This is an optimization exercise on Yosys and OpenROAD, whose aim is a short achievable clock period and few clock cycles per item, not a production implementation. At most, simulation tests tie the RTL to the original design; equivalence was not proved. Power is estimated from default activity; no workload was simulated.

==> v10: inputs <==
## virtio_mmio_top
module virtio_mmio_top
#(
	parameter int ID_W      = 1,
	parameter int QUEUE_NUM = 1
)
(
	input  logic            axi_aclk,
	input  logic            axi_aresetn,
	input  logic [ID_W-1:0] awid,
	input  logic [11:0]     awaddr,
	input  logic [7:0]      awlen,
	input  logic [1:0]      awburst,
	input  logic            awvalid,
	output logic            awready,
	input  logic [31:0]     wdata,
	input  logic            wlast,
	input  logic            wvalid,
	output logic            wready,
	output logic [ID_W-1:0] bid,
	output logic [1:0]      bresp,
	output logic            bvalid,
	input  logic            bready,
	input  logic [ID_W-1:0] arid,
	input  logic [11:0]     araddr,
	input  logic [7:0]      arlen,
	input  logic [1:0]      arburst,
	input  logic            arvalid,
	output logic            arready,
	output logic [ID_W-1:0] rid,
	output logic [31:0]     rdata,
	output logic [1:0]      rresp,
	output logic            rlast,
	output logic            rvalid,
	input  logic            rready,
	output logic            interrupt
);
Settings: LEC_CHECK=0, ABC_CLOCK_PERIOD_IN_PS=2000, CAP_MARGIN=20, CORE_MARGIN=2, CORE_UTILIZATION=40, SETUP_SLACK_MARGIN=3.0, SLEW_MARGIN=20; clock period 5.0 ns.
run.sh (not shown) runs the stock make flow with config.mk's settings and CLKGATE_MAP_FILE= SYNTH_SCRIPT=/design/flow/synth_recipe.tcl, a recipe that flattens the netlist after the stock synthesis.
==> v37 (differences from v10) <==
--- a/flow/design.v
+++ b/flow/design.v
@@ -33,25 +33,26 @@
 	localparam [1:0] OKAY        = 2'b00;
 	assign bresp = OKAY;
 	logic [12:0]     awf_sel   [AWF_D];
 	logic [9:0]      awf_addr  [AWF_D];
 	logic            awf_fixed [AWF_D];
 	logic [ID_W-1:0] awf_id    [AWF_D];
 	logic            awf_rp, awf_wp;
-	logic [1:0]      awf_cnt, awf_cnt_n;
+	logic            awf_ne, awf_full, awf_ne_n, awf_full_n;
 	logic [31:0]     wf_data [WF_D];
 	logic            wf_last [WF_D];
 	logic            wf_rp, wf_wp;
-	logic [1:0]      wf_cnt, wf_cnt_n;
+	logic            wf_ne, wf_full, wf_ne_n, wf_full_n;
 	logic            cur;
 	logic [12:0]     cur_sel;
 	logic [9:0]      cur_addr;
 	logic            cur_fixed;
 	logic [ID_W-1:0] cur_id;
-	logic [3:0]      out_cnt, out_cnt_n;
+	logic [3:0]      out_cnt;
+	logic            out_full, out_full_n;
 	logic [ID_W-1:0] bf_id [MAX_OUT];
 	logic [2:0]      bf_rp, bf_wp;
 	logic [3:0]      bf_cnt;
 	logic            aw_hs, w_hs, b_hs;
 	logic            beat_ok, go;
 	logic [31:0]     beat_data;
 	logic            beat_last;
@@ -63,42 +64,74 @@
 	logic            in_to_cur, awf_push, awf_pop, wf_push, wf_pop;
 	logic            b_push;
 	assign aw_hs    = awvalid && awready;
 	assign w_hs     = wvalid && wready;
 	assign b_hs     = bvalid && bready;
 	assign in_fixed = (awburst == BURST_FIXED);
 	wr_slot_decode #(.NEXT(0)) i_dec_in (.addr(awaddr[11:2]), .sel(in_sel));
-	assign beat_ok   = (wf_cnt != 0) || w_hs;
-	assign beat_data = (wf_cnt != 0) ? wf_data[wf_rp] : wdata;
-	assign beat_last = (wf_cnt != 0) ? wf_last[wf_rp] : wlast;
+	assign beat_ok   = wf_ne || w_hs;
+	assign beat_data = wf_ne ? wf_data[wf_rp] : wdata;
+	assign beat_last = wf_ne ? wf_last[wf_rp] : wlast;
 	assign ctx_sel   = cur ? cur_sel   : in_sel;
 	assign ctx_addr  = cur ? cur_addr  : awaddr[11:2];
 	assign ctx_fixed = cur ? cur_fixed : in_fixed;
 	assign ctx_id    = cur ? cur_id    : awid;
 	wr_slot_decode #(.NEXT(1)) i_dec_next (.addr(ctx_addr), .sel(ctx_sel_next));
 	assign go = beat_ok && (cur || aw_hs);
-	assign in_to_cur = (go && cur && beat_last && (awf_cnt == 0)) || (!go && !cur);
-	assign awf_push  = aw_hs && !(go && !cur) && !in_to_cur;
-	assign awf_pop   = go && beat_last && (awf_cnt != 0);
-	assign wf_pop    = go && (wf_cnt != 0);
-	assign wf_push   = w_hs && !(go && (wf_cnt == 0));
+	assign in_to_cur = (go && cur && beat_last && !awf_ne) || (!go && !cur);
+	assign awf_push  = aw_hs && cur && !(go && beat_last && !awf_ne);
+	assign awf_pop   = go && beat_last && awf_ne;
+	assign wf_pop    = go && wf_ne;
+	assign wf_push   = w_hs && !(go && !wf_ne);
 	assign b_push    = go && beat_last;
-	assign awf_cnt_n = awf_cnt + 2'(awf_push) - 2'(awf_pop);
-	assign wf_cnt_n  = wf_cnt + 2'(wf_push) - 2'(wf_pop);
-	assign out_cnt_n = out_cnt + 4'(aw_hs) - 4'(b_hs);
+	always_comb
+	begin
+		awf_ne_n   = awf_ne;
+		awf_full_n = awf_full;
+		if (awf_push && !awf_pop)
+		begin
+			awf_ne_n   = 1'b1;
+			awf_full_n = awf_ne;
+		end
+		else if (awf_pop && !awf_push)
+		begin
+			awf_ne_n   = awf_full;
+			awf_full_n = 1'b0;
+		end
+		wf_ne_n   = wf_ne;
+		wf_full_n = wf_full;
+		if (wf_push && !wf_pop)
+		begin
+			wf_ne_n   = 1'b1;
+			wf_full_n = wf_ne;
+		end
+		else if (wf_pop && !wf_push)
+		begin
+			wf_ne_n   = wf_full;
+			wf_full_n = 1'b0;
+		end
+		out_full_n = out_full;
+		if (aw_hs && !b_hs)
+			out_full_n = (out_cnt == 4'(MAX_OUT - 1));
+		else if (b_hs && !aw_hs)
+			out_full_n = 1'b0;
+	end
 	always_ff @(posedge axi_aclk)
 	begin
 		if (!axi_aresetn)
 		begin
 			awf_rp  <= '0;
 			awf_wp  <= '0;
-			awf_cnt <= '0;
+			awf_ne   <= 1'b0;
+			awf_full <= 1'b0;
 			wf_rp   <= '0;
 			wf_wp   <= '0;
-			wf_cnt  <= '0;
+			wf_ne    <= 1'b0;
+			wf_full  <= 1'b0;
+			out_full <= 1'b0;
 			cur     <= 1'b0;
 			out_cnt <= '0;
 			awready <= 1'b1;
 			wready  <= 1'b1;
 			bank_we <= 1'b0;
 		end
 		else
@@ -107,22 +140,25 @@
 				awf_wp <= !awf_wp;
 			if (awf_pop)
 				awf_rp <= !awf_rp;
 			if (wf_push)
 				wf_wp <= !wf_wp;
 			if (wf_pop)
 				wf_rp <= !wf_rp;
-			awf_cnt <= awf_cnt_n;
-			wf_cnt  <= wf_cnt_n;
-			out_cnt <= out_cnt_n;
-			awready <= (out_cnt_n < 4'(MAX_OUT)) && (awf_cnt_n < 2'(AWF_D));
-			wready  <= (wf_cnt_n < 2'(WF_D));
+			awf_ne   <= awf_ne_n;
+			awf_full <= awf_full_n;
+			wf_ne    <= wf_ne_n;
+			wf_full  <= wf_full_n;
+			out_full <= out_full_n;
+			out_cnt  <= out_cnt + 4'(aw_hs) - 4'(b_hs);
+			awready  <= !out_full_n && !awf_full_n;
+			wready   <= !wf_full_n;
 			bank_we <= go;
 			if (go)
-				cur <= !beat_last || (awf_cnt != 0) || (aw_hs && cur);
+				cur <= !beat_last || awf_ne || (aw_hs && cur);
 			else if (aw_hs)
 				cur <= 1'b1;
 		end
 	end
 	always_ff @(posedge axi_aclk)
 	begin
 		if (awf_push)
@@ -147,15 +183,15 @@
 		if (go && !beat_last)
 		begin
 			cur_sel   <= ctx_fixed ? ctx_sel : ctx_sel_next;
 			cur_addr  <= ctx_fixed ? ctx_addr : ctx_addr + 10'd1;
 			cur_fixed <= ctx_fixed;
 			cur_id    <= ctx_id;
 		end
-		else if (go && (awf_cnt != 0))
+		else if (go && awf_ne)
 		begin
 			cur_sel   <= awf_sel[awf_rp];
 			cur_addr  <= awf_addr[awf_rp];
 			cur_fixed <= awf_fixed[awf_rp];
 			cur_id    <= awf_id[awf_rp];
 		end
 		else if (in_to_cur)
@@ -188,16 +224,21 @@
 			if (bf_pop)
 				bf_rp <= bf_rp + 1'b1;
 			bf_cnt <= bf_cnt + 4'(bf_push) - 4'(bf_pop);
 		end
 	end
 	always_ff @(posedge axi_aclk)
 	begin
-		if (out_load)
+		if (!axi_aresetn)
+			bid <= '0;
+		else if (out_load)
 			bid <= (bf_cnt != 0) ? bf_id[bf_rp] : ctx_id;
+	end
+	always_ff @(posedge axi_aclk)
+	begin
 		if (bf_push)
 			bf_id[bf_wp] <= ctx_id;
 	end
 endmodule
 module wr_slot_decode
 #(
 	parameter int NEXT = 0
@@ -234,123 +275,158 @@
 	output logic            rvalid,
 	input  logic            rready,
 	output logic [16:0]     bank_rsel,
 	input  logic [31:0]     bank_rdata,
 	output logic [16:0]     bank_rsel_in,
 	input  logic [31:0]     bank_rdata_in
 );
-	localparam int ARF_D = 2;
+	localparam int ARF_D = 2;    
 	localparam [1:0] BURST_FIXED = 2'b00;
 	localparam [1:0] OKAY        = 2'b00;
 	assign rresp = OKAY;
 	logic [16:0]     arf_sel   [ARF_D];
 	logic [9:0]      arf_addr  [ARF_D];
 	logic [7:0]      arf_len   [ARF_D];
+	logic            arf_last  [ARF_D];    
 	logic            arf_fixed [ARF_D];
 	logic [ID_W-1:0] arf_id    [ARF_D];
 	logic            arf_rp, arf_wp;
-	logic [1:0]      arf_cnt, arf_cnt_n;
+	logic            arf_ne, arf_full, arf_ne_n, arf_full_n;
 	logic            cur;
 	logic [16:0]     cur_sel;
 	logic [9:0]      cur_addr;
 	logic [7:0]      cur_len;
+	logic            cur_last;             
 	logic            cur_fixed;
 	logic [ID_W-1:0] cur_id;
 	logic            ar_hs, take, go;
 	logic [16:0]     in_sel, in_sel_next, src_sel_next;
 	logic            in_fixed;
 	logic [16:0]     src_sel;
 	logic [9:0]      src_addr;
 	logic [7:0]      src_len;
+	logic            src_last, src_last_next, in_last;
 	logic            src_fixed;
 	logic [ID_W-1:0] src_id;
 	logic            in_used, arf_push, arf_pop;
 	logic [16:0]     cur_sel_n;
 	logic            cur_n;
 	assign ar_hs    = arvalid && arready;
 	assign take     = !rvalid || rready;
 	assign in_fixed = (arburst == BURST_FIXED);
 	rd_slot_decode #(.NEXT(0)) i_dec_in (.addr(araddr[11:2]), .sel(in_sel));
 	assign src_sel   = cur ? cur_sel   : in_sel;
 	assign src_addr  = cur ? cur_addr  : araddr[11:2];
 	assign src_len   = cur ? cur_len   : arlen;
+	assign in_last   = (arlen == 8'd0);
+	assign src_last  = cur ? cur_last  : in_last;
+	assign src_last_next = cur ? (cur_len == 8'd1) : (arlen == 8'd1);
 	assign src_fixed = cur ? cur_fixed : in_fixed;
 	assign src_id    = cur ? cur_id    : arid;
 	assign go        = take && (cur || ar_hs);
 	rd_slot_decode #(.NEXT(1)) i_dec_next (.addr(src_addr), .sel(src_sel_next));
 	assign bank_rsel    = cur_sel;
 	assign bank_rsel_in = in_sel;
-	assign in_used  = ar_hs && !cur && (arf_cnt == 0);
-	assign arf_push = ar_hs && !in_used && !(go && cur && (cur_len == 8'd0) && (arf_cnt == 0));
-	assign arf_pop  = go && (src_len == 8'd0) && (arf_cnt != 0);
-	assign arf_cnt_n = arf_cnt + 2'(arf_push) - 2'(arf_pop);
+	assign in_used  = ar_hs && !cur;
+	assign arf_push = ar_hs && cur && !(take && cur_last && !arf_ne);
+	assign arf_pop  = take && cur && cur_last && arf_ne;
+	always_comb
+	begin
+		arf_ne_n   = arf_ne;
+		arf_full_n = arf_full;
+		if (arf_push && !arf_pop)
+		begin
+			arf_ne_n   = 1'b1;
+			arf_full_n = arf_ne;
+		end
+		else if (arf_pop && !arf_push)
+		begin
+			arf_ne_n   = arf_full;
+			arf_full_n = 1'b0;
+		end
+	end
 	always_ff @(posedge axi_aclk)
 	begin
 		if (!axi_aresetn)
 		begin
 			arf_rp  <= '0;
 			arf_wp  <= '0;
-			arf_cnt <= '0;
-			cur     <= 1'b0;
+			arf_ne   <= 1'b0;
+			arf_full <= 1'b0;
+			cur      <= 1'b0;
 			rvalid  <= 1'b0;
 			arready <= 1'b1;
 		end
 		else
 		begin
 			if (arf_push)
 				arf_wp <= !arf_wp;
 			if (arf_pop)
 				arf_rp <= !arf_rp;
-			arf_cnt <= arf_cnt_n;
-			arready <= (arf_cnt_n < 2'(ARF_D));
+			arf_ne   <= arf_ne_n;
+			arf_full <= arf_full_n;
+			arready  <= !arf_full_n;
 			if (take)
 				rvalid <= cur || ar_hs;
 			if (go)
-				cur <= (src_len != 8'd0) || (arf_cnt != 0) || (ar_hs && cur);
+				cur <= !src_last || arf_ne || (ar_hs && cur);
 			else if (ar_hs)
 				cur <= 1'b1;
 		end
 	end
 	always_ff @(posedge axi_aclk)
 	begin
+		if (!axi_aresetn)
+		begin
+			rdata <= '0;
+			rlast <= 1'b0;
+			rid   <= '0;
+		end
+		else if (go)
+		begin
+			rdata <= cur ? bank_rdata : bank_rdata_in;
+			rlast <= src_last;
+			rid   <= src_id;
+		end
+	end
+	always_ff @(posedge axi_aclk)
+	begin
 		if (arf_push)
 		begin
 			arf_sel[arf_wp]   <= in_sel;
 			arf_addr[arf_wp]  <= araddr[11:2];
 			arf_len[arf_wp]   <= arlen;
+			arf_last[arf_wp]  <= in_last;
 			arf_fixed[arf_wp] <= in_fixed;
 			arf_id[arf_wp]    <= arid;
 		end
-		if (go)
-		begin
-			rdata <= cur ? bank_rdata : bank_rdata_in;
-			rlast <= (src_len == 8'd0);
-			rid   <= src_id;
-		end
-		if (go && (src_len != 8'd0))
+		if (go && !src_last)
 		begin
 			cur_sel   <= src_fixed ? src_sel : src_sel_next;
 			cur_addr  <= src_fixed ? src_addr : src_addr + 10'd1;
 			cur_len   <= src_len - 8'd1;
+			cur_last  <= src_last_next;
 			cur_fixed <= src_fixed;
 			cur_id    <= src_id;
 		end
-		else if (go && (arf_cnt != 0))
+		else if (go && arf_ne)
 		begin
 			cur_sel   <= arf_sel[arf_rp];
 			cur_addr  <= arf_addr[arf_rp];
 			cur_len   <= arf_len[arf_rp];
+			cur_last  <= arf_last[arf_rp];
 			cur_fixed <= arf_fixed[arf_rp];
 			cur_id    <= arf_id[arf_rp];
 		end
 		else if ((go && cur) || (!go && !cur))
 		begin
 			cur_sel   <= in_sel;
 			cur_addr  <= araddr[11:2];
 			cur_len   <= arlen;
+			cur_last  <= in_last;
 			cur_fixed <= in_fixed;
 			cur_id    <= arid;
 		end
 	end
 endmodule
 module rd_slot_decode
 #(
==> flow/flow/run.sh (new file) <==
#!/bin/bash
# The standard layout, with two sizing options changed so timing repair can
# work on the port buffers: port buffers start as buf_4 instead of a delay
# cell, and resizing may change a cell's footprint.
set -euo pipefail
bash standard.sh MATCH_CELL_FOOTPRINT=0 "BUFFER_PORTS_ARGS=-buffer_cell sky130_fd_sc_hd__buf_4" finish > standard_flow.log 2>&1
==> flow/standard.sh (new file) <==
#!/bin/bash
# synth_recipe.tcl (not shown) runs the flow's synth.tcl, then flattens the netlist and writes it again
# the make line also repeats each setting of config.mk as NAME=value (left out here)
make -C /OpenROAD-flow-scripts/flow DESIGN_CONFIG=/design/flow/config.mk WORK_HOME=/design/flow/orfs CLKGATE_MAP_FILE= SYNTH_SCRIPT=/design/flow/synth_recipe.tcl "${@:-finish}"
removed: flow/run.sh
==> v14 (differences from v10) <==
--- a/flow/design.v
+++ b/flow/design.v
@@ -188,16 +188,21 @@
 			if (bf_pop)
 				bf_rp <= bf_rp + 1'b1;
 			bf_cnt <= bf_cnt + 4'(bf_push) - 4'(bf_pop);
 		end
 	end
 	always_ff @(posedge axi_aclk)
 	begin
-		if (out_load)
+		if (!axi_aresetn)
+			bid <= '0;
+		else if (out_load)
 			bid <= (bf_cnt != 0) ? bf_id[bf_rp] : ctx_id;
+	end
+	always_ff @(posedge axi_aclk)
+	begin
 		if (bf_push)
 			bf_id[bf_wp] <= ctx_id;
 	end
 endmodule
 module wr_slot_decode
 #(
 	parameter int NEXT = 0
@@ -308,28 +313,37 @@
 				cur <= (src_len != 8'd0) || (arf_cnt != 0) || (ar_hs && cur);
 			else if (ar_hs)
 				cur <= 1'b1;
 		end
 	end
 	always_ff @(posedge axi_aclk)
 	begin
+		if (!axi_aresetn)
+		begin
+			rdata <= '0;
+			rlast <= 1'b0;
+			rid   <= '0;
+		end
+		else if (go)
+		begin
+			rdata <= cur ? bank_rdata : bank_rdata_in;
+			rlast <= (src_len == 8'd0);
+			rid   <= src_id;
+		end
+	end
+	always_ff @(posedge axi_aclk)
+	begin
 		if (arf_push)
 		begin
 			arf_sel[arf_wp]   <= in_sel;
 			arf_addr[arf_wp]  <= araddr[11:2];
 			arf_len[arf_wp]   <= arlen;
 			arf_fixed[arf_wp] <= in_fixed;
 			arf_id[arf_wp]    <= arid;
 		end
-		if (go)
-		begin
-			rdata <= cur ? bank_rdata : bank_rdata_in;
-			rlast <= (src_len == 8'd0);
-			rid   <= src_id;
-		end
 		if (go && (src_len != 8'd0))
 		begin
 			cur_sel   <= src_fixed ? src_sel : src_sel_next;
 			cur_addr  <= src_fixed ? src_addr : src_addr + 10'd1;
 			cur_len   <= src_len - 8'd1;
 			cur_fixed <= src_fixed;
 			cur_id    <= src_id;
==> flow/flow/run.sh (new file) <==
#!/bin/bash
# The standard layout, with two sizing options changed so timing repair can
# work on the port buffers: port buffers start as buf_4 instead of a delay
# cell, and resizing may change a cell's footprint.
set -euo pipefail
bash standard.sh MATCH_CELL_FOOTPRINT=0 "BUFFER_PORTS_ARGS=-buffer_cell sky130_fd_sc_hd__buf_4" finish > standard_flow.log 2>&1
==> flow/standard.sh (new file) <==
#!/bin/bash
# synth_recipe.tcl (not shown) runs the flow's synth.tcl, then flattens the netlist and writes it again
# the make line also repeats each setting of config.mk as NAME=value (left out here)
make -C /OpenROAD-flow-scripts/flow DESIGN_CONFIG=/design/flow/config.mk WORK_HOME=/design/flow/orfs CLKGATE_MAP_FILE= SYNTH_SCRIPT=/design/flow/synth_recipe.tcl "${@:-finish}"
removed: flow/run.sh
==> comparison <==
Between v10 and v14, the lower hold slack is in v14 (gap 14 ps). In v14 the clock power is lower than in v10, by 3.8%. Clock-buffer cell count: v10 is lower than v14 (11). Of v14 and v10, v14 has the higher global-route usage (gap 0.92 points). Between v37 and v10, the lower maximum frequency is in v10 (gap 5.5%, measured against v10).
Testbench counts of v10, summed over its fixed seeds: cycles 8,757, items 11,627.
Testbench counts of v37, summed over its fixed seeds: cycles 8,757, items 11,627.
For v14, only the layout was checked, not whether the RTL still works.

==> separate check: timing with driven ports <==
In the flow no input, the clock included, has a driving cell. The finished layouts below were timed again as built, in two steps. Step 1, drivers: a clkbuf_16 drives axi_aclk and a buf_2 each remaining input, both assumed. Step 2 adds t to the input delays and takes it off the output delays; t is the mean of the earliest and latest rising clock arrival at the registers after step 1. Input paths then give back, and output paths get back, about the clock's delay inside the block. Slacks: ideal / step 1 / step 2; pairs: ideal / step 1.
run | t, ns | setup slack, ns | slew at the worst register clock pin (ns)
v10 | 0.685 | 2.566 / 2.573 / 1.888 | 0.07 / 0.07
v37 | 0.689 | 2.694 / 2.610 / 1.921 | 0.07 / 0.07
v14 | 0.683 | 2.528 / 2.528 / 1.966 | 0.06 / 0.06
After both steps setup and hold are still met in every run listed. The setup slack of v37, which loses most, moves by -0.084 ns with the drivers and by -0.773 ns with both steps.
